From an optimization exercise on the open Yosys and OpenROAD flow, aimed at small area; shortcuts taken in it are not production practice. The RTL was checked by simulation tests, not by an equivalence proof against the original design. No activity file was given, so power comes from the tool's default toggle rates.

## flow/flow/run.sh

```bash
#!/bin/bash
# Layout flow: the standard flow (standard.sh), with these changes after
# the standard synthesis:
#  - clock tree synthesis without dummy loads, clkbuf_16 sink clusters;
#  - the port buffers are buf_1 cells;
#  - the repair after global routing uses a 30% slew and capacitance margin.
# Each step's full output goes to a log file of its own in this folder.
set -euo pipefail
here=$(pwd)

# 1. the standard synthesis, unchanged
bash standard.sh synth > log_synth.txt 2>&1

# 2. the rest of the standard flow with the changes above
export PRE_GLOBAL_ROUTE_TCL="$here/flow/grt_margins.tcl"
export CTS_ARGS="-sink_clustering_enable -repair_clock_nets -buf_list {sky130_fd_sc_hd__clkbuf_16} -sink_clustering_size 22 -sink_clustering_max_diameter 100 -dont_use_dummy_load"
export BUFFER_PORTS_ARGS="-buffer_cell sky130_fd_sc_hd__buf_1"
bash standard.sh finish > log_finish.txt 2>&1

# 3. keep ORFS's own per-step logs and reports beside the flow logs
cp -r orfs/logs logs_orfs 2>/dev/null || true
cp -r orfs/reports reports_orfs 2>/dev/null || true
```

## flow/flow/grt_margins.tcl

```tcl
set ::env(CAP_MARGIN) 30
set ::env(SLEW_MARGIN) 30
```

## flow/standard.sh

```bash
#!/bin/bash
# synth_recipe.tcl (not shown) runs the flow's synth.tcl, then flattens the netlist and writes it again
# the make line also repeats each setting of config.mk as NAME=value (left out here)
make -C /OpenROAD-flow-scripts/flow DESIGN_CONFIG=/design/flow/config.mk WORK_HOME=/design/flow/orfs CLKGATE_MAP_FILE= SYNTH_SCRIPT=/design/flow/synth_recipe.tcl "${@:-finish}"
```

## flow/config.mk

```make
export PLATFORM = sky130hd
export DESIGN_NAME = dpram_clr
export DESIGN_NICKNAME = dpram_clr
export VERILOG_FILES = /design/flow/design.v
export SDC_FILE = /design/flow/constraint.sdc
export NUM_CORES = 8
export LEC_CHECK = 0
export CAP_MARGIN = 20
export CORE_MARGIN = 2
export CORE_UTILIZATION = 30
export CTS_BUF_LIST = sky130_fd_sc_hd__clkbuf_8 sky130_fd_sc_hd__clkbuf_16
export CTS_CLUSTER_DIAMETER = 100
export CTS_CLUSTER_SIZE = 20
export GPL_TIMING_DRIVEN = 0
export PLACE_DENSITY = 0.38
export SLEW_MARGIN = 20
export SYNTH_HIERARCHICAL = 1
export SYNTH_MEMORY_MAX_BITS = 8192
```

## flow/constraint.sdc

```tcl
create_clock -name core_clock -period 10.0 [get_ports {clock}]
set_input_delay 2.0000 -clock core_clock [delete_from_list [all_inputs] [get_ports {clock}]]
set_output_delay 2.0000 -clock core_clock [all_outputs]
set_load 0.01 [all_outputs]
```

## flow/design.v

```verilog
`default_nettype none
package dpram_pkg;
    localparam int DATA_WIDTH = 8;
    localparam int ADDR_WIDTH = 9;
    localparam int DEPTH      = 1 << ADDR_WIDTH;
endpackage
`default_nettype wire
`default_nettype none
module dpram_wcell (
    input  logic h,
    input  logic q,
    input  logic sa_n,
    input  logic xa_n,
    input  logic sb_n,
    input  logic xb_n,
    output logic d
);
    logic t;
    assign t = ~((sa_n | xa_n) & (sb_n | xb_n));
    assign d = ~((h & q) | t);
endmodule
module dpram_inv (
    input  logic a,
    output logic y
);
    assign y = ~a;
endmodule
module dpram_dec (
    input  logic hi,
    input  logic lo,
    output logic s_n
);
    assign s_n = ~(hi & lo);
endmodule
module dpram_hold (
    input  logic sa_n,
    input  logic wloa_n,
    input  logic sb_n,
    input  logic wlob_n,
    output logic h
);
    assign h = (sa_n | wloa_n) & (sb_n | wlob_n);
endmodule
module dpram_rsel2 (
    input  logic [1:0] s_n,
    input  logic [1:0] q,
    output logic       y
);
    assign y = ~((s_n[0] | q[0]) & (s_n[1] | q[1]));
endmodule
module dpram_or16 (input logic [15:0] a, output logic y);
    logic [3:0] n;
    assign n[0] = ~|a[3:0];
    assign n[1] = ~|a[7:4];
    assign n[2] = ~|a[11:8];
    assign n[3] = ~|a[15:12];
    assign y = ~&n;
endmodule
module dpram_or4 (input logic [3:0] a, output logic y);
    assign y = |a;
endmodule
module dpram_rdsel512 (
    input  logic [511:0] s_n,
    input  logic [511:0] q,
    output logic         y
);
    logic [255:0] l0;
    logic [15:0]  l1;
    logic [3:0]   l2;
    genvar g;
    generate
        for (g = 0; g < 256; g++) begin : g_l0
            dpram_rsel2 u (.s_n(s_n[2*g +: 2]), .q(q[2*g +: 2]), .y(l0[g]));
        end
        for (g = 0; g < 16; g++) begin : g_l1
            dpram_or16 u (.a(l0[16*g +: 16]), .y(l1[g]));
        end
        for (g = 0; g < 4; g++) begin : g_l2
            dpram_or4 u (.a(l1[4*g +: 4]), .y(l2[g]));
        end
    endgenerate
    dpram_or4 u_l3 (.a(l2), .y(y));
endmodule
`default_nettype wire
`default_nettype none
import dpram_pkg::*;
module dpram_clr (
    input  logic       clock,
    input  logic       reset_n,
    input  logic       clear_req,
    output logic       busy,
    input  logic [8:0] address_a,
    input  logic [7:0] data_a,
    input  logic       wren_a,
    output logic [7:0] q_a,
    input  logic [8:0] address_b,
    input  logic [7:0] data_b,
    input  logic       wren_b,
    output logic [7:0] q_b,
    output logic       collision
);
    localparam int DW = dpram_pkg::DATA_WIDTH;
    localparam int AW = dpram_pkg::ADDR_WIDTH;
    localparam int N  = dpram_pkg::DEPTH;
    logic          r_busy;
    logic [AW-1:0] r_count;
    always_ff @(posedge clock or negedge reset_n) begin
        if (!reset_n) begin
            r_busy  <= 1'b1;
            r_count <= '0;
        end else if (r_busy) begin
            r_count <= r_count + 1'b1;
            if (&r_count) r_busy <= 1'b0;
        end else if (clear_req) begin
            r_busy <= 1'b1;
        end
    end
    assign busy = r_busy;
    logic r_phase;
    always_ff @(posedge clock or negedge reset_n) begin
        if (!reset_n) r_phase <= 1'b0;
        else          r_phase <= ~r_phase;
    end
    logic          w_same_addr;
    logic [AW-1:0] w_addr_a;
    logic          w_we_a;
    logic          w_we_b;
    logic [DW-1:0] w_xa_n;
    logic [DW-1:0] w_xb_n;
    assign w_same_addr = (address_a == address_b);
    assign w_addr_a    = r_busy ? r_count : address_a;
    assign w_we_a      = r_busy | wren_a;
    assign w_we_b      = !r_busy && wren_b && !(wren_a && w_same_addr);
    assign w_xa_n      = ~(r_busy ? {DW{r_phase}} :
                           wren_a ? (data_a ^ {DW{r_phase}}) : '0);
    assign w_xb_n      = ~(w_we_b ? (data_b ^ {DW{r_phase}}) : '0);
    logic [31:0] w_pa_hi, w_pb_hi;
    logic [15:0] w_pa_lo_n, w_pb_lo_n;
    logic [15:0] w_pwa_lo, w_pwb_lo;
    always_comb begin
        for (int k = 0; k < 32; k++) begin
            w_pa_hi[k] = (w_addr_a[8:4]  == 5'(k));
            w_pb_hi[k] = (address_b[8:4] == 5'(k));
        end
        for (int k = 0; k < 16; k++) begin
            w_pa_lo_n[k] = !(w_addr_a[3:0]  == 4'(k));
            w_pb_lo_n[k] = !(address_b[3:0] == 4'(k));
            w_pwa_lo[k]  = w_we_a && (w_addr_a[3:0]  == 4'(k));
            w_pwb_lo[k]  = w_we_b && (address_b[3:0] == 4'(k));
        end
    end
    localparam int NR = 4;
    localparam int RW = N / NR;     
    localparam int GW = 16;         
    localparam int NG = N / GW;
    logic [NR-1:0][15:0]   w_ra_lo, w_rb_lo;
    logic [NR-1:0][15:0]   w_rwa_lo_n, w_rwb_lo_n;
    logic [NR-1:0][DW-1:0] w_rxa, w_rxb;
    logic [NG-1:0][DW-1:0] w_gxa_n, w_gxb_n;
    genvar r, g, k;
    generate
        for (r = 0; r < NR; r++) begin : g_reg
            for (k = 0; k < 16; k++) begin : g_lo
                dpram_inv u_la  (.a(w_pa_lo_n[k]), .y(w_ra_lo[r][k]));
                dpram_inv u_lb  (.a(w_pb_lo_n[k]), .y(w_rb_lo[r][k]));
                dpram_inv u_lwa (.a(w_pwa_lo[k]),  .y(w_rwa_lo_n[r][k]));
                dpram_inv u_lwb (.a(w_pwb_lo[k]),  .y(w_rwb_lo_n[r][k]));
            end
            for (k = 0; k < DW; k++) begin : g_col
                dpram_inv u_xa (.a(w_xa_n[k]), .y(w_rxa[r][k]));
                dpram_inv u_xb (.a(w_xb_n[k]), .y(w_rxb[r][k]));
            end
        end
        for (g = 0; g < NG; g++) begin : g_grp
            for (k = 0; k < DW; k++) begin : g_col
                dpram_inv u_xa (.a(w_rxa[g*GW/RW][k]), .y(w_gxa_n[g][k]));
                dpram_inv u_xb (.a(w_rxb[g*GW/RW][k]), .y(w_gxb_n[g][k]));
            end
        end
    endgenerate
    logic [N-1:0]    w_sel_a_n;
    logic [N-1:0]    w_sel_b_n;
    logic [N-1:0]    w_hold;
    logic [DW*N-1:0] r_mem;
    logic [DW*N-1:0] w_mem_next;
    genvar w, b;
    generate
        for (w = 0; w < N; w++) begin : g_word
            dpram_dec u_dec_a (.hi(w_pa_hi[w/16]), .lo(w_ra_lo[w/RW][w%16]), .s_n(w_sel_a_n[w]));
            dpram_dec u_dec_b (.hi(w_pb_hi[w/16]), .lo(w_rb_lo[w/RW][w%16]), .s_n(w_sel_b_n[w]));
            dpram_hold u_hold (
                .sa_n   (w_sel_a_n[w]), .wloa_n (w_rwa_lo_n[w/RW][w%16]),
                .sb_n   (w_sel_b_n[w]), .wlob_n (w_rwb_lo_n[w/RW][w%16]),
                .h      (w_hold[w])
            );
            for (b = 0; b < DW; b++) begin : g_bit
                dpram_wcell u_wcell (
                    .h    (w_hold[w]),
                    .q    (r_mem[w*DW + b]),
                    .sa_n (w_sel_a_n[w]),
                    .xa_n (w_gxa_n[w/GW][b]),
                    .sb_n (w_sel_b_n[w]),
                    .xb_n (w_gxb_n[w/GW][b]),
                    .d    (w_mem_next[w*DW + b])
                );
            end
        end
    endgenerate
    always_ff @(posedge clock) begin
        r_mem <= w_mem_next;
    end
    logic [DW-1:0] w_rd_a_n;
    logic [DW-1:0] w_rd_b_n;
    generate
        for (b = 0; b < DW; b++) begin : g_rd
            logic [N-1:0] w_col;
            for (w = 0; w < N; w++) begin : g_col
                assign w_col[w] = r_mem[w*DW + b];
            end
            dpram_rdsel512 u_rd_a (.s_n(w_sel_a_n), .q(w_col), .y(w_rd_a_n[b]));
            dpram_rdsel512 u_rd_b (.s_n(w_sel_b_n), .q(w_col), .y(w_rd_b_n[b]));
        end
    endgenerate
    logic [DW-1:0] r_rd_a;
    logic [DW-1:0] r_rd_b;
    logic          r_collision;
    logic          w_rd_clr;
    assign w_rd_clr = r_busy | clear_req;
    always_ff @(posedge clock or negedge reset_n) begin
        if (!reset_n) begin
            r_rd_a      <= '0;
            r_rd_b      <= '0;
            r_collision <= 1'b0;
        end else begin
            r_rd_a      <= w_rd_clr ? '0 : ~(w_rd_a_n ^ {DW{r_phase}});
            r_rd_b      <= w_rd_clr ? '0 : ~(w_rd_b_n ^ {DW{r_phase}});
            r_collision <= !r_busy && wren_a && wren_b && w_same_addr;
        end
    end
    assign q_a       = r_rd_a;
    assign q_b       = r_rd_b;
    assign collision = r_collision;
endmodule
`default_nettype wire
```

==> results of run 1 <==
final timing paths:
path / to / slack (ns) / cells past startpoint / start
max: r_rd_b[5] / 0.27 / 13 / address_b[1]
min: r_mem[3151] / 0.46 / 1 / r_mem[3151]
max reg2reg: r_rd_a[2] / 0.90 / 13 / r_busy
min reg2reg: r_mem[3151] / 0.46 / 1 / r_mem[3151]
max in group asynchronous: r_busy / 8.59 / 2 / reset_n
min in group asynchronous: r_collision / 0.80 / 1 / reset_n
metal layers:
metal  part of all wire, %  vias up
met3                    11     2390
li1                      -    87300
met5                 0.054        -
met1                    41   102000
met2                    41    12800
met4                   6.3       74
registers in the layout, summed over array words and instances, names as in the netlist:
| signal | count |
|---|---|
| r_busy | 1 |
| r_collision | 1 |
| r_count | 9 |
| r_mem | 4096 |
| r_phase | 1 |
| r_rd_a | 8 |
| r_rd_b | 8 |
through the flow:
step / utilization [%] / area [um^2] / total power, mW / setup TNS, ns / worst slack (ns)
5_1_grt: 33.3 / 195000 / 36.0 / 0 / 0.688
4_1_cts: 33.2 / 194000 / 34.9 / 0 / 1.35
3_5_place_dp: 32.2 / 189000 / 25.0 / 0 / 0.227
6_report: 33.3 / 195000 / 35.2 / 0 / 0.274
3_3_place_gp: 31.8 / 186000 / 24.7 / -30.82 / -3.57
2_1_floorplan: - / 177000 / 21.6 / 0 / 5.00
Yosys stat by module, one instance, submodules excluded, a selection:
module | cells | cell area [um^2]
dpram_dec | 1 | 3.75
dpram_wcell | 2 | 11.3
dpram_hold | 1 | 8.76
dpram_rsel2 | 1 | 6.26
dpram_or4 | 1 | 7.51
dpram_or16 | 5 | 31.3
dpram_clr | 4479 | 84800
dpram_inv | 1 | 3.75
power by group:
group	total (mW)	internal (mW)	switching, mW
registers	19.5	18.2	1.34
clock network	10.2	3.92	6.26
logic	5.48	1.35	4.13
cell families after synthesis:
| logic type | count (synthesis) | synth area share, % |
|---|---|---|
| multiplexers | 4 | 0.0241 |
| AO/OA/AOI/OAI | 12800 | 43.4 |
| adder cells (fa/ha/maj) | 2 | 0.0142 |
| XOR/XNOR | 40 | 0.211 |
| AND/OR/NAND/NOR | 2608 | 7.66 |
| flip-flops | 4124 | 46.8 |
| buffers and inverters | 876 | 1.89 |
synth_stat cells, types with 3 or more instances:
cell	count	share of area, %
nand2_1	1073	2.3
nand3b_1	3	0.013
inv_1	847	1.8
nor2b_1	7	0.025
o32ai_1	3	0.015
nor3_2	10	0.057
xnor2_1	18	0.089
nand4_1	259	0.92
o21ai_1	4	0.011
o32ai_2	4	0.037
dfxtp_1	4096	46
nor3_1	7	0.020
buf_2	11	0.031
a2bb2oi_1	8	0.040
clkbuf_1	10	0.021
a21oi_1	4106	12
or4_1	80	0.34
nor2_1	106	0.23
xnor2_2	3	0.028
nand2b_1	10	0.035
o22ai_1	8195	29
buf_4	3	0.013
nor4_1	1024	3.6
xor2_1	19	0.094
o22a_1	513	2.5
nand3_1	9	0.026
dfrtp_1	27	0.38
or3_1	9	0.032
critical path, stage by stage:
cell,delay (ns)
buf_1,0.62
clkbuf_1,0.46
nor2b_1,0.16
nand2_1,0.81
clkinv_1,1.28
nand2_1,1.01
o22ai_1,0.25
nor4_1,0.78
nand4_1,0.74
or4_1,1.01
or4_1,0.55
xor2_1,0.17
nor2_1,0.69
final cells by class:
cell class | count | area [um^2] | share of cell area, %
tap | 7782 | 9740 | 4.98
buffer | 28 | 173 | 0.0884
multi-input combinational | 15500 | 91800 | 47.0
inverter | 848 | 3180 | 1.63
timing repair buffer | 160 | 1930 | 0.988
clock buffer | 220 | 5510 | 2.82
sequential | 4124 | 82700 | 42.3
antenna | 123 | 308 | 0.158
==> results by group, run 1 <==
Floorplanning
  • Initial Util: 30.1%
  • Die H: 771 um
  • Die W: 771 um
  • I/O pin total: 57
  • Core ar.: 586000 um^2
  • Core Rows: 281
  • Die footprint: 595000 um^2

Layout
  • Share of layout cells above drive strength 1: 3.65%
  • Commonest non-fill, non-tap cell in the layout: o22ai_1
  • Most frequent cells in the layout: o22ai_1 (8195), a21oi_1 (4104), dfxtp_1 (4096), nand2_1 (1071), nor4_1 (899)
  • Filler instances: 61400
  • Cell Count, Final, Fillers Out: 28800
  • Final net count: 20900
  • Area delta synth->final: 10.6%

GRT
  • Vias in the first global route: 182000
  • Total track usage: 36.3%
  • Global route overflow: 0
  • Met1 Track Usage GR: 48.6%
  • GR Layer Usage met3: 11.1%
  • Largest net degree at the start of global routing: 23
  • Initial antenna violation count: 153
  • M2 GR Usage: 51.3%
  • Grt peak-use layer: met2
  • First-pass GRT wire length: 1540 mm

Setup path
  • Crit end category: register
  • Worst Path Max Fanout: 17
  • CP Data Arrival Time: 10.59 ns
  • Worst EP required: 10.87 ns
  • Critical Path Start Type: primary input
  • Critical Setup Path Class: primary input to register

Logic synthesis
  • Number of distinct library cells after synthesis: 54
  • EDFF count, synth: 0
  • Sequential area share after synthesis: 46.8%
  • FFs w/ async S/R, synth: 0.679%
  • #FFs+latches synth: 4124
  • Main synth FF type: dfxtp_1
  • Gate Count Post-Synth: 20500
  • Syn nets: 20500
  • Mapped cell area: 177000 um^2
  • Syn Area/Cell: 8.61 um^2
  • Synth warn: 7

Timing
  • RSZ-0062 raised after global routing: no
  • Max Fclk: 0.103 GHz
  • Max Transition Viols Final: 0
  • Hold_ws: 0.459 ns
  • Final Skew: 0.0941 ns
  • Final setup viols: 0
  • Worst rel slew slack: 13.0%
  • Worst-Margin Slew: 1.29 ns
  • Final Cycle Share: 97.3%
  • Hold Violations, Final: 0
  • Min Tclk post-route: 9.73 ns

Routing
  • Antenna-violating nets left: 0
  • Vias per cell: 7.09
  • Iteration-0 DRC Markers: 29400
  • Vias: 204000
  • First drt pass iteration count: 7
  • Drt wl/cell: 39.8 um
  • DRC viols: 0
  • Final WL: 1150 mm

CTS
  • H-Tree Depth: 4
  • Clock slew at reported path FFs: 0.09 ns
  • Clock Tree Buf Depth: 4
  • Post-CTS setup buffers: 0
  • CTS tree: yes
  • Clock latency (worst-skew pair): 1.08 ns
  • Cts hold-fix bufs: 0
  • CTS resizes: 0
  • CTS Sinks: 4124
  • TritonCTS Buffers: 220
  • CTS root buf: clkbuf_16

Run
  • Max-cap violations: 0

Place
  • Placed Cells: 28400
  • Number of I/O port buffers: 50
  • Detailed placement HPWL: 769 mm
  • Routability cong.: 1.01

Pwr
  • Worst VDD drop: 0.147 mV
  • Pwr dens: 180 nW/um^2
  • Leak pwr: 67.1 nW

Worst hold path
  • Worst min-delay path class: register to register

Status
  • Outcome: complete, no violations
==> run 2, diff against run 1 <==
--- a/flow/design.v
+++ b/flow/design.v
@@ -48,14 +48,6 @@
 );
     assign y = ~((s_n[0] | q[0]) & (s_n[1] | q[1]));
 endmodule
-module dpram_or16 (input logic [15:0] a, output logic y);
-    logic [3:0] n;
-    assign n[0] = ~|a[3:0];
-    assign n[1] = ~|a[7:4];
-    assign n[2] = ~|a[11:8];
-    assign n[3] = ~|a[15:12];
-    assign y = ~&n;
-endmodule
 module dpram_or4 (input logic [3:0] a, output logic y);
     assign y = |a;
 endmodule
@@ -65,21 +57,25 @@
     output logic         y
 );
     logic [255:0] l0;
-    logic [15:0]  l1;
-    logic [3:0]   l2;
+    logic [63:0]  l1;
+    logic [15:0]  l2;
+    logic [3:0]   l3;
     genvar g;
     generate
         for (g = 0; g < 256; g++) begin : g_l0
             dpram_rsel2 u (.s_n(s_n[2*g +: 2]), .q(q[2*g +: 2]), .y(l0[g]));
         end
-        for (g = 0; g < 16; g++) begin : g_l1
-            dpram_or16 u (.a(l0[16*g +: 16]), .y(l1[g]));
-        end
-        for (g = 0; g < 4; g++) begin : g_l2
+        for (g = 0; g < 64; g++) begin : g_l1
+            dpram_or4 u (.a(l0[4*g +: 4]), .y(l1[g]));
+        end
+        for (g = 0; g < 16; g++) begin : g_l2
             dpram_or4 u (.a(l1[4*g +: 4]), .y(l2[g]));
         end
-    endgenerate
-    dpram_or4 u_l3 (.a(l2), .y(y));
+        for (g = 0; g < 4; g++) begin : g_l3
+            dpram_or4 u (.a(l2[4*g +: 4]), .y(l3[g]));
+        end
+    endgenerate
+    dpram_or4 u_l4 (.a(l3), .y(y));
 endmodule
 `default_nettype wire
 `default_nettype none
==> run 2 against run 1 <==
Net effect: critical path depth is the same; clock skew up 0.0039 ns; fmax rose by 14%; clock power about the same; register-to-register slack better by 0.73 ns; largest power group unchanged; synthesized cell count did not move; final cell count increased by 0.26%; global-route usage down 0.69 points; still clean; first-iteration DRC count fell by 2.3%; die area rose by 0.90%.
==> results by group, run 2 <==
Status
  • Outcome: complete, no violations

Setup path
  • CP Data Arrival Time: 9.43 ns (-1.16 ns)
  • Crit end category: register
  • Reg2reg start: r_busy
  • CP top delay family: simple AND/OR/NAND/NOR gates
  • Worst reg-to-reg path cell count: 14 (+1)
  • Cell mode on critical path: or4_1
  • Critical Setup Path Class: primary input to register
  • CP peak stage delay: 1.21 ns (-0.07 ns)
  • Worst EP required: 10.90 ns (+0.03 ns)
  • Worst Path Max Fanout: 17 (unchanged)
  • Slowest cell on the critical path: clkinv_1
  • R2r endpoint: r_rd_a[1]
  • Reg-to-reg setup timing slack: 1.63 ns (+0.73 ns)
  • Critical Path Start Type: primary input
  • Buf/Inv on CP: 2 (-1)
  • CP Cell Sequence: buf_1, nor2_1, a22o_1, nand2_1, clkinv_1, nand2_1, o22ai_1, or4_1, or4_1, or4_1, or4_1, xor2_1, nor2_1

Layout
  • Number of flip-flops in the largest register: 4096 (unchanged)
  • Commonest non-fill, non-tap cell in the layout: o22ai_1
  • Final net count: 20900 (-0.12%)
  • Area delta synth->final: 10.0%
  • Largest registers: r_mem x4096, r_count x9
  • Biggest register: r_mem
  • Most frequent cells in the layout: o22ai_1 (8195), a21oi_1 (4104), dfxtp_1 (4096), or4_1 (1360), nand2_1 (1071)
  • Share of layout cells above drive strength 1: 3.14% (-0.51 points)

Logic synthesis
  • Mapped cell area: 178000 um^2 (+0.91%)
  • Syn Area/Cell: 8.69 um^2 (+0.91%)
  • Syn nets: 20500 (unchanged)
  • Largest area contributor in the netlist: dfxtp_1
  • #FFs+latches synth: 4124 (unchanged)
  • Number of distinct library cells after synthesis: 53 (-1.9%)
  • Main synth FF type: dfxtp_1
  • Gate Count Post-Synth: 20500 (unchanged)
  • Synth warn: 7 (unchanged)
  • Post-synth top cells: o22ai_1 (8195), a21oi_1 (4106), dfxtp_1 (4096), or4_1 (1360), nand2_1 (1073)
  • Most common cell in the netlist: o22ai_1
  • Synth top area share: 46.0% (-0.42 points)
  • Area contributors post-synth: dfxtp_1 (46%), o22ai_1 (29%), a21oi_1 (12%)
  • EDFF count, synth: 0 (unchanged)
  • FFs w/ async S/R, synth: 0.679% (unchanged)
  • Sequential area share after synthesis: 46.4% (-0.42 points)

Routing
  • Drt wl/cell: 39.4 um (-0.99%)
  • Antenna-violating nets left: 0 (unchanged)
  • First drt pass iteration count: 9 (+2)
  • DRC viols: 0 (unchanged)
  • Vias: 204000 (-0.26%)
  • Final WL: 1140 mm (-0.73%)
  • Iteration-0 DRC Markers: 28700 (-2.3%)
  • Vias per cell: 7.05 (-0.52%)

Timing
  • Setup ws final: 1.46 ns (+1.19 ns)
  • Min Tclk post-route: 8.54 ns (-1.19 ns)
  • Worst rel slew slack: 9.47% (-3.5 points)
  • Hold_ws: 0.459 ns (+0.0000410 ns)
  • Final Cycle Share: 85.4% (-12 points)
  • Final setup viols: 0 (unchanged)
  • Hold Violations, Final: 0 (unchanged)
  • Final Skew: 0.0980 ns (+0.00393 ns)
  • RSZ-0062 raised after global routing: no
  • Max Fclk: 0.117 GHz (+14%)
  • Max Transition Viols Final: 0 (unchanged)
  • Worst-Margin Slew: 1.35 ns (+0.0566 ns)
  • Setup_tns: 0 ns (unchanged)

Pwr
  • Pwr dens: 179 nW/um^2 (-0.45%)
  • Switching power: 11.6 mW (-0.91%)
  • Sw frac: 33.1% (-0.26 points)
  • Clock power share: 28.9% (about the same)
  • Tot Pwr: 35.1 mW (-0.12%)
  • Leak pwr: 72.6 nW (+8.2%)
  • Int Pwr: 23.5 mW (+0.27%)
  • Worst VDD drop: 0.149 mV (+1.8%)
  • Seq pwr share: 55.5% (about the same)
  • Combinational share of power: 15.5% (about the same)

GRT
  • Total track usage: 35.6% (-0.69 points)
  • Vias in the first global route: 182000 (-0.27%)
  • Largest net degree at the start of global routing: 23 (unchanged)
  • First-pass GRT wire length: 1530 mm (-0.45%)
  • Initial antenna violation count: 212 (+39%)
  • Global route overflow: 0 (unchanged)

CTS
  • H-Tree Depth: 4 (unchanged)
  • Cts hold-fix bufs: 0 (unchanged)
  • CTS tree: yes
  • CTS root buf: clkbuf_16
  • CTS resizes: 0 (unchanged)
  • TritonCTS Buffers: 221 (+0.45%)
  • CTS Sinks: 4124 (unchanged)
  • Clock slew at reported path FFs: 0.09 ns (about the same)
  • Clock Tree Buf Depth: 4 (unchanged)
  • Clock latency (worst-skew pair): 1.06 ns (-0.02 ns)
  • Post-CTS setup buffers: 0 (unchanged)

Worst hold path
  • Worst min-delay path class: register to register
  • Hold path depth: 1 (unchanged)
  • Critical hold path startpoint: r_mem[474]
  • Hold Path Sink: r_mem[474]

Floorplanning
  • Initial Util: 30.1% (-0.068 points)
  • Core Rows: 283 (+0.71%)
  • Die H: 775 um (+0.45%)
  • Die footprint: 600000 um^2 (+0.90%)
  • Die W: 775 um (+0.45%)
  • Core ar.: 593000 um^2 (+1.1%)
  • I/O pin total: 57 (unchanged)

Run
  • Max-cap violations: 0 (unchanged)

Place
  • Pre-CTS setup slack: 1.31 ns (+1.09 ns)
  • Detailed placement HPWL: 768 mm (-0.20%)
  • Routability cong.: 0.938 (-6.8%)
  • Number of I/O port buffers: 50 (unchanged)
run 2: cell types whose count changed in the layout (fill, tap and decap cells not counted), moves of 7 or more:
cell and delta:
or3_1 +7, buf_6 -8, buf_12 -10, buf_8 -10, or3_2 -7, nor4_1 -899, inv_1 -50, inv_2 +52
nor4_2 -125, diode_2 +46, or4_1 +1280, nand4_1 -256
run 2: per-layer routing:
metal | global-route usage, % | up-vias | part of all wire (%)
li1 | - | 87300 | -
met1 | 47.4 | 102000 | 42
met2 | 50.2 | 12100 | 41
met3 | 12.0 | 2332 | 11
met4 | 19.2 | 116 | 6.1
met5 | 0.284 | - | 0.085
run 2: cell type report:
type | instances | area [um^2]
Sequential cell | 4124 | 82700
Inverter | 848 | 3180
Multi-Input combinational cell | 15500 | 92600
Buffer | 28 | 170
Clock buffer | 221 | 5530
Tap cell | 7837 | 9810
Fill cell | 62200 | 397000
Antenna cell | 169 | 423
Timing Repair Buffer | 134 | 1570
run 2: worst max path at each step:
stage | from | end | slack [ns] | cells after the start
2_1_floorplan | address_a[4] | r_rd_a[4] | 4.42 | 11
3_3_place_gp | address_a[5] | r_rd_a[0] | -2.22 | 12
3_5_place_dp | address_b[1] | r_rd_b[4] | 1.31 | 13
4_1_cts | address_b[1] | r_rd_b[4] | 2.44 | 13
5_1_grt | address_a[2] | r_rd_a[1] | 1.81 | 13
6_report | address_a[2] | r_rd_a[1] | 1.46 | 13
run 2: power groups by stage:
| stage | clock, mW | combinational (mW) | sequential (mW) |
|---|---|---|---|
| 6_report | 10.2 | 5.46 | 19.5 |
| 5_1_grt | 10.8 | 5.41 | 19.8 |
| 4_1_cts | 10.4 | 5.10 | 19.5 |
| 3_5_place_dp | 0 | 5.10 | 19.9 |
| 3_3_place_gp | 0 | 4.83 | 19.8 |
| 2_1_floorplan | 0 | 2.08 | 19.5 |
run 2: per-module statistics from Yosys (local to each module, per instance), a selection:
module	times used	area, um^2	cells
dpram_clr	1	84800	4479
dpram_dec	1024	3.75	1
dpram_hold	512	8.76	1
dpram_inv	832	3.75	1
dpram_or4	1360	7.51	1
dpram_rsel2	4096	6.26	1
dpram_wcell	4096	11.3	2
run 2: metrics by stage:
| step | utilization, % | instance area (um^2) | std cells |
|---|---|---|---|
| 6_report | 33.1 | 196000 | 28900 |
| 5_1_grt | 33.0 | 196000 | 28700 |
| 4_1_cts | 33.0 | 195000 | 28700 |
| 3_5_place_dp | 32.0 | 190000 | 28500 |
| 3_3_place_gp | 31.7 | 188000 | 28400 |
| 2_1_floorplan | - | 178000 | 20500 |
run 2: logic make-up after synthesis:
family / share of synthesized area, %
flops: 46.4
compound gates: 43.0
mux: 0.0239
xor+xnor: 0.209
fa+ha+maj: 0.0140
buf+inv: 1.88
simple gates: 8.49
==> run 3, diff against run 2 <==
--- a/flow/flow/run.sh
+++ b/flow/flow/run.sh
@@ -1,6 +1,10 @@
 #!/bin/bash
 # Layout flow: the standard flow (standard.sh), with these changes after
 # the standard synthesis:
+#  - after global placement, the RAM array is placed as a regular grid of
+#    word tiles (flow/place_array.tcl); the other cells start at the centroid
+#    of the cells they connect to, and the standard steps continue from there
+#    (repair, detailed placement, clock tree, routing);
 #  - clock tree synthesis without dummy loads, clkbuf_16 sink clusters;
 #  - the port buffers are buf_1 cells;
 #  - the repair after global routing uses a 30% slew and capacitance margin.
@@ -12,8 +16,9 @@
 bash standard.sh synth > log_synth.txt 2>&1
 
 # 2. the rest of the standard flow with the changes above
+export PRE_RESIZE_TCL="$here/flow/place_array.tcl"
 export PRE_GLOBAL_ROUTE_TCL="$here/flow/grt_margins.tcl"
-export CTS_ARGS="-sink_clustering_enable -repair_clock_nets -buf_list {sky130_fd_sc_hd__clkbuf_16} -sink_clustering_size 22 -sink_clustering_max_diameter 100 -dont_use_dummy_load"
+export CTS_ARGS="-sink_clustering_enable -repair_clock_nets -buf_list {sky130_fd_sc_hd__clkbuf_16} -sink_clustering_size 24 -sink_clustering_max_diameter 100 -dont_use_dummy_load"
 export BUFFER_PORTS_ARGS="-buffer_cell sky130_fd_sc_hd__buf_1"
 bash standard.sh finish > log_finish.txt 2>&1
 
==> flow/flow/place_array.tcl (new file) <==
# Structured placement of the RAM array: one tile of two rows per word.
# Row A: the word's 8 flip-flops, then its hold gate and two decoders.
# Row B: above each flip-flop, its write gates and one read select gate.
# Tiles sit in a grid, words in Z order so that neighbouring words (which
# share read trees and column drivers) sit close. All other cells go to the
# centroid of the cells they connect to; detailed placement legalizes them.
set block [ord::get_db_block]
set NC   8
set TW   160
set SPR  1

set rows [$block getRows]
set NROWS [llength $rows]
set row0 [lindex $rows 0]
set SW [[$row0 getSite] getWidth]
set X0 [lindex [$row0 getOrigin] 0]
set NS [$row0 getSiteCount]
set RH [[$row0 getSite] getHeight]
set Y0 [lindex [$row0 getOrigin] 1]
array set rowor {}
set ri 0
foreach r $rows { set rowor($ri) [$r getOrient]; incr ri }

# occupancy: taps and other fixed cells
array set occ {}
proc mark {row s0 n} { global occ; for {set k 0} {$k < $n} {incr k} { set occ($row,[expr {$s0+$k}]) 1 } }
proc isfree {row s0 n} { global occ NS; if {$s0 < 0 || $s0+$n > $NS} {return 0}; for {set k 0} {$k < $n} {incr k} { if {[info exists occ($row,[expr {$s0+$k}])]} {return 0} }; return 1 }
foreach inst [$block getInsts] {
  set st [$inst getPlacementStatus]
  if {$st eq "LOCKED" || $st eq "FIRM" || [[$inst getMaster] getType] ne "CORE"} {
    set loc [$inst getLocation]
    set row [expr {([lindex $loc 1] - $Y0) / $RH}]
    set s0 [expr {([lindex $loc 0] - $X0) / $SW}]
    set n [expr {[[$inst getMaster] getWidth] / $SW}]
    if {$row >= 0 && $row < $NROWS} { mark $row $s0 $n }
  }
}
set PLACED {}
proc put {inst row s} {
  global occ SW X0 Y0 RH rowor PLACED
  set n [expr {[[$inst getMaster] getWidth] / $SW}]
  while {![isfree $row $s $n]} { incr s }
  mark $row $s $n
  $inst setOrient $rowor($row)
  $inst setLocation [expr {$X0 + $s*$SW}] [expr {$Y0 + $row*$RH}]
  $inst setPlacementStatus FIRM
  lappend PLACED $inst
  return [expr {$s + $n}]
}
proc driver {net} {
  if {$net eq "NULL"} {return ""}
  foreach it [$net getITerms] { if {[$it isOutputSignal]} { return [$it getInst] } }
  return ""
}
proc mname {inst} { return [[$inst getMaster] getName] }
proc inpins {inst} { set l {}; foreach it [$inst getITerms] { if {[$it isInputSignal]} { lappend l $it } }; return $l }
proc outnet {inst} { foreach it [$inst getITerms] { if {[$it isOutputSignal]} { return [$it getNet] } }; return "NULL" }

# flip-flops of the array
array set FF {}
foreach inst [$block getInsts] {
  if {[regexp {^r_mem\\\[(\d+)\\\]\$_DFF_P_$} [$inst getName] -> i]} { set FF($i) $inst }
}
puts "place_array: [array size FF] array flip-flops"

# word-level and bit-level cells by connectivity
array set RD {}
array set USED {}
for {set w 0} {$w < 512} {incr w} {
  for {set b 0} {$b < 8} {incr b} {
    set f $FF([expr {$w*8+$b}])
    set aoi [driver [[$f findITerm D] getNet]]
    set WO($w,$b) ""; set AO($w,$b) $aoi
    foreach it [inpins $aoi] {
      set d [driver [$it getNet]]
      if {$d eq ""} continue
      if {[string match "*o22ai*" [mname $d]]} { set WO($w,$b) $d }
      if {[string match "*o22a_*" [mname $d]]} { set HOLD($w) $d }
    }
    # read selects on Q
    foreach it [[[$f findITerm Q] getNet] getITerms] {
      if {![$it isInputSignal]} continue
      set l [$it getInst]
      if {$l eq $aoi} continue
      if {[string match "*o22ai*" [mname $l]]} { lappend RD($w,$b) $l }
    }
  }
  # decoders: nand2 drivers of the write gates' inputs
  set DEC($w) {}
  foreach it [inpins $WO($w,0)] {
    set d [driver [$it getNet]]
    if {$d ne "" && [string match "*nand2*" [mname $d]]} { lappend DEC($w) $d }
  }
}
# read select gates: each serves words 2k and 2k+1; give one to each tile
for {set k 0} {$k < 256} {incr k} {
  for {set b 0} {$b < 8} {incr b} {
    set l [lsort -unique $RD([expr {2*$k}],$b)]
    set R($k,$b,0) [lindex $l 0]
    set R($k,$b,1) [lindex $l 1]
  }
}

# tile position of word w (Z order): col bits from w0,w2,w4; row bits from w1,w3,w5..
proc tilepos {w} {
  global NC
  set c [expr {($w & 1) | (($w >> 1) & 2) | (($w >> 2) & 4)}]
  set r [expr {(($w >> 1) & 1) | (($w >> 2) & 2) | (($w >> 3) & ~3)}]
  return [list $c $r]
}
set ntr [expr {512 / $NC}]
set tile_h [expr {2 + $SPR}]
set used_rows [expr {$ntr * $tile_h}]
set RB [expr {($NROWS - $used_rows) / 2}]
set SB [expr {($NS - $NC * $TW) / 2}]
puts "place_array: tile grid $NC x $ntr, rows $RB..[expr {$RB+$used_rows}], sites $SB..[expr {$SB+$NC*$TW}]"

for {set w 0} {$w < 512} {incr w} {
  lassign [tilepos $w] c r
  set ra [expr {$RB + $r*$tile_h}]
  set rb [expr {$ra + 1}]
  set s [expr {$SB + $c*$TW}]
  set cur $s
  for {set b 0} {$b < 8} {incr b} {
    set bx($b) $cur
    set cur [put $FF([expr {$w*8+$b}]) $ra $cur]
  }
  set cur [put $HOLD($w) $ra $cur]
  foreach d $DEC($w) { set cur [put $d $ra $cur] }
  for {set b 0} {$b < 8} {incr b} {
    set cb $bx($b)
    set cb [put $WO($w,$b) $rb $cb]
    set cb [put $AO($w,$b) $rb $cb]
    set rs $R([expr {$w/2}],$b,[expr {$w%2}])
    if {$rs ne ""} { set cb [put $rs $rb $cb] }
  }
}
puts "place_array: placed [llength $PLACED] array cells"

# everything else: centroid of connected cells, a few rounds
set others {}
foreach inst [$block getInsts] {
  if {[[$inst getMaster] getType] ne "CORE"} continue
  set st [$inst getPlacementStatus]
  if {$st eq "FIRM" || $st eq "LOCKED"} continue
  lappend others $inst
}
for {set it 0} {$it < 6} {incr it} {
  foreach inst $others {
    set sx 0; set sy 0; set n 0
    foreach itm [$inst getITerms] {
      set net [$itm getNet]
      if {$net eq "NULL"} continue
      if {[$net getSigType] ne "SIGNAL"} continue
      set pins [$net getITerms]
      if {[llength $pins] > 40} continue
      foreach p $pins {
        set o [$p getInst]
        if {$o eq $inst} continue
        set loc [$o getLocation]
        set sx [expr {$sx + [lindex $loc 0]}]; set sy [expr {$sy + [lindex $loc 1]}]; incr n
      }
      foreach bt [$net getBTerms] {
        set bb [$bt getBBox]
        set sx [expr {$sx + [$bb xMin]}]; set sy [expr {$sy + [$bb yMin]}]; incr n
      }
    }
    if {$n > 0} { $inst setLocation [expr {int($sx/$n)}] [expr {int($sy/$n)}] }
  }
}
foreach inst $PLACED { $inst setPlacementStatus PLACED }
puts "place_array: moved [llength $others] other cells to their centroids"
==> run 3 against run 2 <==
Net effect: the flow now stops in placement repair; synthesized area unchanged; synthesized cell count unchanged.
==> results by group, run 3 <==
Status
  • Outcome: did not finish
  • Stopped at: placement repair
  • Tool error: Error: resize.tcl, 5 can't read "SW": no such variable

Logic synthesis
  • Main synth FF type: dfxtp_1
  • FFs w/ async S/R, synth: 0.679% (unchanged)
  • Largest family of logic cells by synthesized area: compound AO/OA/AOI/OAI gates
  • Synth warn: 7 (unchanged)
  • Post-Synth XOR/XNOR Area: 0.209% (unchanged)
  • Sequential area share after synthesis: 46.4% (unchanged)
  • Synth top area share: 46.0% (unchanged)
  • Post-synth top cells: o22ai_1 (8195), a21oi_1 (4106), dfxtp_1 (4096), or4_1 (1360), nand2_1 (1073)
  • Mapped cell area: 178000 um^2 (unchanged)
  • Mux share of post-synthesis cell area: 0.0239% (unchanged)
  • Post-synthesis simple-gate area fraction: 8.49% (unchanged)
  • Syn Area/Cell: 8.69 um^2 (unchanged)
  • #FFs+latches synth: 4124 (unchanged)
  • Gate Count Post-Synth: 20500 (unchanged)
  • Most common cell in the netlist: o22ai_1
  • Post-Synth Adder-Cell Area: 0.0140% (unchanged)
  • Area contributors post-synth: dfxtp_1 (46%), o22ai_1 (29%), a21oi_1 (12%)
  • Number of distinct library cells after synthesis: 53 (unchanged)
  • Largest area contributor in the netlist: dfxtp_1
  • EDFF count, synth: 0 (unchanged)
  • Compound-Gate Fraction of Synth Area: 43.0% (unchanged)
  • Syn nets: 20500 (unchanged)

Floorplanning
  • Die H: 775 um (unchanged)
  • Core Rows: 283 (unchanged)
  • Initial Util: 30.1% (unchanged)
  • Die W: 775 um (unchanged)
  • I/O pin total: 57 (unchanged)

Place
  • Number of I/O port buffers: 50 (unchanged)
  • Routability cong.: 0.938 (unchanged)
-- run 3: metrics by stage --
| step | cell area [um^2] | instances |
|---|---|---|
| after global placement | 188000 | 28400 |
| after floorplan | 178000 | 20500 |
-- run 3: kinds of logic after synthesis --
logic type	Yosys count
AOI/OAI and AO/OA	12800
xor gates and xnor gates	40
adders and majority gates	2
buffers and inverters	876
DFF	4124
muxes	4
and+or+nand+nor	2608
-- run 3: power by group through the flow --
stage / logic [mW] / registers (mW) / clock network, mW
3_3_place_gp: 4.83 / 19.8 / 0
2_1_floorplan: 2.08 / 19.5 / 0
-- run 3: worst min-delay path by stage --
| stage | cells past startpoint | startpoint | to | slack, ns |
|---|---|---|---|---|
| 2_1_floorplan | 1 | r_mem[0] | r_mem[0] | 0.43 |
| 3_3_place_gp | 1 | r_mem[3456] | r_mem[3456] | 0.44 |
-- run 3: Yosys stat by module, one instance, submodules excluded, a selection --
module	times used	cell area (um^2)	cells inside	flip-flops and latches
dpram_dec	1024	3.75	1	0
dpram_rsel2	4096	6.26	1	0
dpram_hold	512	8.76	1	0
dpram_wcell	4096	11.3	2	0
dpram_or4	1360	7.51	1	0
dpram_clr	1	84800	4479	4124
dpram_inv	832	3.75	1	0
==> run 4, diff against run 3 <==
==> flow/flow/place_array.tcl (replaced) <==
# Hook run before the repair step after global placement: runs the array
# placement (place_array_impl.tcl) at global scope.
uplevel #0 [list source [file join [file dirname [info script]] place_array_impl.tcl]]
==> flow/flow/place_array_impl.tcl (new file) <==
# Structured placement of the RAM array: one tile of two rows per word.
# Row A: the word's 8 flip-flops, then its hold gate and two decoders.
# Row B: above each flip-flop, its write gates and one read select gate.
# Tiles sit in a grid, words in Z order so that neighbouring words (which
# share read trees and column drivers) sit close. All other cells go to the
# centroid of the cells they connect to; detailed placement legalizes them.
set block [ord::get_db_block]
set NC   8
set TW   160
set SPR  1

set rows [$block getRows]
set NROWS [llength $rows]
set row0 [lindex $rows 0]
set SW [[$row0 getSite] getWidth]
set X0 [lindex [$row0 getOrigin] 0]
set NS [$row0 getSiteCount]
set RH [[$row0 getSite] getHeight]
set Y0 [lindex [$row0 getOrigin] 1]
array set rowor {}
set ri 0
foreach r $rows { set rowor($ri) [$r getOrient]; incr ri }

# occupancy: taps and other fixed cells
array set occ {}
proc mark {row s0 n} { global occ; for {set k 0} {$k < $n} {incr k} { set occ($row,[expr {$s0+$k}]) 1 } }
proc isfree {row s0 n} { global occ NS; if {$s0 < 0 || $s0+$n > $NS} {return 0}; for {set k 0} {$k < $n} {incr k} { if {[info exists occ($row,[expr {$s0+$k}])]} {return 0} }; return 1 }
foreach inst [$block getInsts] {
  set st [$inst getPlacementStatus]
  if {$st eq "LOCKED" || $st eq "FIRM" || [[$inst getMaster] getType] ne "CORE"} {
    set loc [$inst getLocation]
    set row [expr {([lindex $loc 1] - $Y0) / $RH}]
    set s0 [expr {([lindex $loc 0] - $X0) / $SW}]
    set n [expr {[[$inst getMaster] getWidth] / $SW}]
    if {$row >= 0 && $row < $NROWS} { mark $row $s0 $n }
  }
}
set PLACED {}
proc put {inst row s} {
  global occ SW X0 Y0 RH rowor PLACED
  set n [expr {[[$inst getMaster] getWidth] / $SW}]
  while {![isfree $row $s $n]} { incr s }
  mark $row $s $n
  $inst setOrient $rowor($row)
  $inst setLocation [expr {$X0 + $s*$SW}] [expr {$Y0 + $row*$RH}]
  $inst setPlacementStatus FIRM
  lappend PLACED $inst
  return [expr {$s + $n}]
}
proc driver {net} {
  if {$net eq "NULL"} {return ""}
  foreach it [$net getITerms] { if {[$it isOutputSignal]} { return [$it getInst] } }
  return ""
}
proc mname {inst} { return [[$inst getMaster] getName] }
proc inpins {inst} { set l {}; foreach it [$inst getITerms] { if {[$it isInputSignal]} { lappend l $it } }; return $l }
proc outnet {inst} { foreach it [$inst getITerms] { if {[$it isOutputSignal]} { return [$it getNet] } }; return "NULL" }

# flip-flops of the array
array set FF {}
foreach inst [$block getInsts] {
  if {[regexp {^r_mem\\\[(\d+)\\\]\$_DFF_P_$} [$inst getName] -> i]} { set FF($i) $inst }
}
puts "place_array: [array size FF] array flip-flops"

# word-level and bit-level cells by connectivity
array set RD {}
array set USED {}
for {set w 0} {$w < 512} {incr w} {
  for {set b 0} {$b < 8} {incr b} {
    set f $FF([expr {$w*8+$b}])
    set aoi [driver [[$f findITerm D] getNet]]
    set WO($w,$b) ""; set AO($w,$b) $aoi
    foreach it [inpins $aoi] {
      set d [driver [$it getNet]]
      if {$d eq ""} continue
      if {[string match "*o22ai*" [mname $d]]} { set WO($w,$b) $d }
      if {[string match "*o22a_*" [mname $d]]} { set HOLD($w) $d }
    }
    # read selects on Q
    foreach it [[[$f findITerm Q] getNet] getITerms] {
      if {![$it isInputSignal]} continue
      set l [$it getInst]
      if {$l eq $aoi} continue
      if {[string match "*o22ai*" [mname $l]]} { lappend RD($w,$b) $l }
    }
  }
  # decoders: nand2 drivers of the write gates' inputs
  set DEC($w) {}
  foreach it [inpins $WO($w,0)] {
    set d [driver [$it getNet]]
    if {$d ne "" && [string match "*nand2*" [mname $d]]} { lappend DEC($w) $d }
  }
}
# read select gates: each serves words 2k and 2k+1; give one to each tile
for {set k 0} {$k < 256} {incr k} {
  for {set b 0} {$b < 8} {incr b} {
    set l [lsort -unique $RD([expr {2*$k}],$b)]
    set R($k,$b,0) [lindex $l 0]
    set R($k,$b,1) [lindex $l 1]
  }
}

# tile position of word w (Z order): col bits from w0,w2,w4; row bits from w1,w3,w5..
proc tilepos {w} {
  global NC
  set c [expr {($w & 1) | (($w >> 1) & 2) | (($w >> 2) & 4)}]
  set r [expr {(($w >> 1) & 1) | (($w >> 2) & 2) | (($w >> 3) & ~3)}]
  return [list $c $r]
}
set ntr [expr {512 / $NC}]
set tile_h [expr {2 + $SPR}]
set used_rows [expr {$ntr * $tile_h}]
set RB [expr {($NROWS - $used_rows) / 2}]
set SB [expr {($NS - $NC * $TW) / 2}]
puts "place_array: tile grid $NC x $ntr, rows $RB..[expr {$RB+$used_rows}], sites $SB..[expr {$SB+$NC*$TW}]"

for {set w 0} {$w < 512} {incr w} {
  lassign [tilepos $w] c r
  set ra [expr {$RB + $r*$tile_h}]
  set rb [expr {$ra + 1}]
  set s [expr {$SB + $c*$TW}]
  set cur $s
  for {set b 0} {$b < 8} {incr b} {
    set bx($b) $cur
    set cur [put $FF([expr {$w*8+$b}]) $ra $cur]
  }
  set cur [put $HOLD($w) $ra $cur]
  foreach d $DEC($w) { set cur [put $d $ra $cur] }
  for {set b 0} {$b < 8} {incr b} {
    set cb $bx($b)
    set cb [put $WO($w,$b) $rb $cb]
    set cb [put $AO($w,$b) $rb $cb]
    set rs $R([expr {$w/2}],$b,[expr {$w%2}])
    if {$rs ne ""} { set cb [put $rs $rb $cb] }
  }
}
puts "place_array: placed [llength $PLACED] array cells"

# everything else: centroid of connected cells, a few rounds
set others {}
foreach inst [$block getInsts] {
  if {[[$inst getMaster] getType] ne "CORE"} continue
  set st [$inst getPlacementStatus]
  if {$st eq "FIRM" || $st eq "LOCKED"} continue
  lappend others $inst
}
for {set it 0} {$it < 6} {incr it} {
  foreach inst $others {
    set sx 0; set sy 0; set n 0
    foreach itm [$inst getITerms] {
      set net [$itm getNet]
      if {$net eq "NULL"} continue
      if {[$net getSigType] ne "SIGNAL"} continue
      set pins [$net getITerms]
      if {[llength $pins] > 40} continue
      foreach p $pins {
        set o [$p getInst]
        if {$o eq $inst} continue
        set loc [$o getLocation]
        set sx [expr {$sx + [lindex $loc 0]}]; set sy [expr {$sy + [lindex $loc 1]}]; incr n
      }
      foreach bt [$net getBTerms] {
        set bb [$bt getBBox]
        set sx [expr {$sx + [$bb xMin]}]; set sy [expr {$sy + [$bb yMin]}]; incr n
      }
    }
    if {$n > 0} { $inst setLocation [expr {int($sx/$n)}] [expr {int($sy/$n)}] }
  }
}
foreach inst $PLACED { $inst setPlacementStatus PLACED }
puts "place_array: moved [llength $others] other cells to their centroids"
==> run 4 against run 3 <==
Net effect: the flow stops in global routing; synthesized cell count is the same; synthesized area unchanged.
==> results by group, run 4 <==
Place
  • Detailed placement HPWL: 1380 mm
  • Routability cong.: 0.938 (unchanged)
  • Placed Cells: 28400
  • Pre-CTS setup slack: 1.77 ns
  • Number of I/O port buffers: 50 (unchanged)

GRT
  • Largest net degree at the start of global routing: 29
  • Total track usage: 80.2%
  • Global route overflow: 30400
  • Vias in the first global route: 256000
  • First-pass GRT wire length: 3240 mm

Status
  • Stopped at: global routing
  • Tool error: [ERROR GRT-0116] Global routing finished with congestion. Check the congestion regions in the DRC Viewer.
  • Outcome: did not finish

Logic synthesis
  • Syn Area/Cell: 8.69 um^2 (unchanged)
  • EDFF count, synth: 0 (unchanged)
  • Post-Synth XOR/XNOR Area: 0.209% (unchanged)
  • Post-synth top cells: o22ai_1 (8195), a21oi_1 (4106), dfxtp_1 (4096), or4_1 (1360), nand2_1 (1073)
  • Gate Count Post-Synth: 20500 (unchanged)
  • Synth top area share: 46.0% (unchanged)
  • Synth warn: 7 (unchanged)
  • Syn nets: 20500 (unchanged)
  • Sequential area share after synthesis: 46.4% (unchanged)
  • Post-Synth Adder-Cell Area: 0.0140% (unchanged)
  • Mux share of post-synthesis cell area: 0.0239% (unchanged)
  • Mapped cell area: 178000 um^2 (unchanged)
  • Main synth FF type: dfxtp_1
  • Compound-Gate Fraction of Synth Area: 43.0% (unchanged)
  • Largest family of logic cells by synthesized area: compound AO/OA/AOI/OAI gates
  • #FFs+latches synth: 4124 (unchanged)
  • FFs w/ async S/R, synth: 0.679% (unchanged)
  • Largest area contributor in the netlist: dfxtp_1
  • Post-synthesis simple-gate area fraction: 8.49% (unchanged)
  • Number of distinct library cells after synthesis: 53 (unchanged)
  • Area contributors post-synth: dfxtp_1 (46%), o22ai_1 (29%), a21oi_1 (12%)
  • Most common cell in the netlist: o22ai_1

CTS
  • CTS Sinks: 4124
  • CTS resizes: 0
  • Post-CTS setup buffers: 0
  • TritonCTS Buffers: 193
  • CTS root buf: clkbuf_16
  • Clock Tree Buf Depth: 4
  • Cts hold-fix bufs: 0
  • H-Tree Depth: 4

Floorplanning
  • Die H: 775 um (unchanged)
  • Core Rows: 283 (unchanged)
  • I/O pin total: 57 (unchanged)
  • Initial Util: 30.1% (unchanged)
  • Die W: 775 um (unchanged)
==> run 4: power by group through the flow <==
stage | clock network, mW | registers (mW) | logic [mW]
after floorplan | 0 | 19.5 | 2.08
after global placement | 0 | 19.8 | 4.83
after detailed placement | 0 | 21.3 | 4.70
after CTS | 9.13 | 20.9 | 4.69
==> run 4: modules after synthesis, one instance, submodules excluded, excerpt <==
module | cells | copies in the design | cell area [um^2]
dpram_hold | 1 | 512 | 8.76
dpram_inv | 1 | 832 | 3.75
dpram_dec | 1 | 1024 | 3.75
dpram_wcell | 2 | 4096 | 11.3
dpram_or4 | 1 | 1360 | 7.51
dpram_clr | 4479 | 1 | 84800
dpram_rsel2 | 1 | 4096 | 6.26
==> run 4: worst max-delay path by stage <==
| stage | start | end | slack [ns] | cells past startpoint |
|---|---|---|---|---|
| 2_1_floorplan | address_a[4] | r_rd_a[4] | 4.42 | 11 |
| 3_3_place_gp | address_a[5] | r_rd_a[0] | -2.22 | 12 |
| 3_5_place_dp | address_b[1] | r_rd_b[5] | 1.77 | 13 |
| 4_1_cts | address_b[1] | r_rd_b[5] | 2.78 | 13 |
==> run 4: logic make-up after synthesis <==
family | after synthesis
AOI/OAI and AO/OA | 12800
xor gates and xnor gates | 40
adders and majority gates | 2
buffers and inverters | 876
DFF | 4124
muxes | 4
and+or+nand+nor | 2608
==> run 4: stage by stage <==
stage          util [%]  power [mW]  area, um^2  hold WS (ns)
4_1_cts            32.7        34.8      194000         0.516
3_5_place_dp       31.9        26.0      189000         0.492
3_3_place_gp       31.7        24.7      188000         0.439
2_1_floorplan         -        21.6      178000         0.433
==> run 4: metal layers <==
layer  global-route usage [%]  GRT overflow
met2                     84.4          6584
met5                     66.4          1274
met1                     87.5          9951
met4                     58.2          2431
met3                     78.2         10100
==> run 5, diff against run 4 <==
--- a/flow/design.v
+++ b/flow/design.v
@@ -48,6 +48,14 @@
 );
     assign y = ~((s_n[0] | q[0]) & (s_n[1] | q[1]));
 endmodule
+module dpram_or16 (input logic [15:0] a, output logic y);
+    logic [3:0] n;
+    assign n[0] = ~|a[3:0];
+    assign n[1] = ~|a[7:4];
+    assign n[2] = ~|a[11:8];
+    assign n[3] = ~|a[15:12];
+    assign y = ~&n;
+endmodule
 module dpram_or4 (input logic [3:0] a, output logic y);
     assign y = |a;
 endmodule
@@ -57,25 +65,21 @@
     output logic         y
 );
     logic [255:0] l0;
-    logic [63:0]  l1;
-    logic [15:0]  l2;
-    logic [3:0]   l3;
+    logic [15:0]  l1;
+    logic [3:0]   l2;
     genvar g;
     generate
         for (g = 0; g < 256; g++) begin : g_l0
             dpram_rsel2 u (.s_n(s_n[2*g +: 2]), .q(q[2*g +: 2]), .y(l0[g]));
         end
-        for (g = 0; g < 64; g++) begin : g_l1
-            dpram_or4 u (.a(l0[4*g +: 4]), .y(l1[g]));
-        end
-        for (g = 0; g < 16; g++) begin : g_l2
+        for (g = 0; g < 16; g++) begin : g_l1
+            dpram_or16 u (.a(l0[16*g +: 16]), .y(l1[g]));
+        end
+        for (g = 0; g < 4; g++) begin : g_l2
             dpram_or4 u (.a(l1[4*g +: 4]), .y(l2[g]));
         end
-        for (g = 0; g < 4; g++) begin : g_l3
-            dpram_or4 u (.a(l2[4*g +: 4]), .y(l3[g]));
-        end
-    endgenerate
-    dpram_or4 u_l4 (.a(l3), .y(y));
+    endgenerate
+    dpram_or4 u_l3 (.a(l2), .y(y));
 endmodule
 `default_nettype wire
 `default_nettype none
--- a/flow/flow/place_array_impl.tcl
+++ b/flow/flow/place_array_impl.tcl
@@ -1,8 +1,8 @@
 # Structured placement of the RAM array: one tile of two rows per word.
 # Row A: the word's 8 flip-flops, then its hold gate and two decoders.
 # Row B: above each flip-flop, its write gates and one read select gate.
-# Tiles sit in a grid, words in Z order so that neighbouring words (which
-# share read trees and column drivers) sit close. All other cells go to the
+# Tiles sit in a grid (see tilepos) so that words which share read trees,
+# decoders and column drivers sit close. All other cells go to the
 # centroid of the cells they connect to; detailed placement legalizes them.
 set block [ord::get_db_block]
 set NC   8
@@ -101,11 +101,12 @@
   }
 }
 
-# tile position of word w (Z order): col bits from w0,w2,w4; row bits from w1,w3,w5..
+# tile position of word w: 16 consecutive words stack in one column (they
+# share a high predecode, a column driver group and half a read OR-16), 8
+# columns side by side make a region of 128 words, regions stack upwards.
 proc tilepos {w} {
-  global NC
-  set c [expr {($w & 1) | (($w >> 1) & 2) | (($w >> 2) & 4)}]
-  set r [expr {(($w >> 1) & 1) | (($w >> 2) & 2) | (($w >> 3) & ~3)}]
+  set c [expr {($w >> 4) & 7}]
+  set r [expr {($w & 15) | (($w >> 7) << 4)}]
   return [list $c $r]
 }
 set ntr [expr {512 / $NC}]
==> run 5 against run 4 <==
Net effect: synthesized area fell by 0.90%; synthesized cell count stayed put; the run again fails in global routing.
==> results by group, run 5 <==
Logic synthesis
  • Area contributors post-synth: dfxtp_1 (46%), o22ai_1 (29%), a21oi_1 (12%)
  • Syn Area/Cell: 8.61 um^2 (-0.90%)
  • Mapped cell area: 177000 um^2 (-0.90%)
  • EDFF count, synth: 0 (unchanged)
  • FFs w/ async S/R, synth: 0.679% (unchanged)
  • Main synth FF type: dfxtp_1
  • Gate Count Post-Synth: 20500 (unchanged)
  • Post-synth top cells: o22ai_1 (8195), a21oi_1 (4106), dfxtp_1 (4096), nand2_1 (1073), nor4_1 (1024)
  • Synth warn: 7 (unchanged)
  • Syn nets: 20500 (unchanged)
  • Synth top area share: 46.4% (+0.42 points)
  • #FFs+latches synth: 4124 (unchanged)
  • Most common cell in the netlist: o22ai_1
  • Number of distinct library cells after synthesis: 54 (+1.9%)
  • Sequential area share after synthesis: 46.8% (+0.42 points)
  • Largest area contributor in the netlist: dfxtp_1

CTS
  • TritonCTS Buffers: 193 (unchanged)
  • CTS resizes: 0 (unchanged)
  • CTS Sinks: 4124 (unchanged)
  • Post-CTS setup buffers: 0 (unchanged)
  • Clock Tree Buf Depth: 4 (unchanged)
  • Cts hold-fix bufs: 0 (unchanged)
  • H-Tree Depth: 4 (unchanged)
  • CTS root buf: clkbuf_16

Status
  • Stopped at: global routing
  • Tool error: [ERROR GRT-0232] Routing congestion too high. Check the congestion heatmap in the GUI.
  • Outcome: did not finish

GRT
  • Largest net degree at the start of global routing: 29
  • Global route overflow: 7
  • Total track usage: 38.7%

Place
  • Routability cong.: 1.01 (+7.3%)
  • Detailed placement HPWL: 856 mm (-38%)
  • Placed Cells: 28300 (-0.28%)
  • Pre-CTS setup slack: 1.68 ns (-0.0937 ns)
  • Placed cell area: 187000 um^2 (-1.1%)
  • Number of I/O port buffers: 50 (unchanged)

Floorplanning
  • Core Rows: 281 (-0.71%)
  • Die W: 771 um (-0.45%)
  • Initial Util: 30.1% (+0.068 points)
  • I/O pin total: 57 (unchanged)
  • Die H: 771 um (-0.45%)
==> run 5: cell count changes after synthesis, sizes merged <==
cell,before,now
nand4,4,260
nor4,1,1025
or4,1360,80
==> run 5: how the worst min path moves through the flow <==
stage / start / endpoint / slack [ns] / cells past startpoint
4_1_cts: r_mem[611] / r_mem[611] / 0.47 / 1
3_5_place_dp: r_mem[611] / r_mem[611] / 0.45 / 1
3_3_place_gp: r_mem[2311] / r_mem[2311] / 0.44 / 1
2_1_floorplan: r_mem[0] / r_mem[0] / 0.43 / 1
==> run 5: cell families after synthesis <==
group	Yosys count	share of synthesized area (%)
adder cells (fa/ha/maj)	2	0.0142
multiplexers	4	0.0241
flip-flops	4124	46.8
AND/OR/NAND/NOR	2608	7.66
XOR/XNOR	40	0.211
AO/OA/AOI/OAI	12800	43.4
buffers and inverters	876	1.89
==> run 5: per-module statistics from Yosys (local to each module, per instance), excerpt <==
module	cells	area (um^2)	copies in the design
dpram_clr	4479	84800	1
dpram_or16	5	31.3	256
dpram_hold	1	8.76	512
dpram_rsel2	1	6.26	4096
dpram_dec	1	3.75	1024
dpram_inv	1	3.75	832
==> run 5: power groups by stage <==
| stage | registers (mW) | clock network [mW] | logic [mW] |
|---|---|---|---|
| 2_1_floorplan | 19.5 | 0 | 2.06 |
| 3_3_place_gp | 19.8 | 0 | 4.83 |
| 3_5_place_dp | 19.9 | 0 | 4.60 |
| 4_1_cts | 19.5 | 9.06 | 4.59 |
==> run 5: layer usage <==
metal  GRT usage, %  overflow
met5           21.7         1
met2           40.9         1
met1           44.9         1
met4           24.1         3
met3           37.1         1

-- separate check: timing with driven ports --
In the flow no input, the clock included, has a driving cell. The finished layouts below were timed again as built, in two steps.
Step 1 (the two cells are an assumption about what drives the block):
set clk [get_ports {clock}]
set_driving_cell -lib_cell sky130_fd_sc_hd__clkbuf_16 $clk
set_driving_cell -lib_cell sky130_fd_sc_hd__buf_2 [delete_from_list [all_inputs] $clk]
Step 2 adds t to the input delays and takes it off the output delays; t is the mean of the earliest and latest rising clock arrival at the registers after step 1. Input paths then give back, and output paths get back, about the clock's delay inside the block.
a / b / c = ideal ports / drivers / drivers and shift; a / b = the first two.
run	t (ns)	setup slack, ns	slew at the worst register clock pin (ns)	worst data-port slew with drivers (ns)
run 1	1.156	0.274 / 0.361 / -0.795	0.11 / 0.11	0.33
run 2	1.149	1.465 / 1.289 / 0.140	0.11 / 0.11	0.34
With both steps, setup timing fails in run 1, where it was met with ideal ports. The setup slack of run 2, which loses most, moves by -0.176 ns with the drivers and by -1.325 ns with both steps.
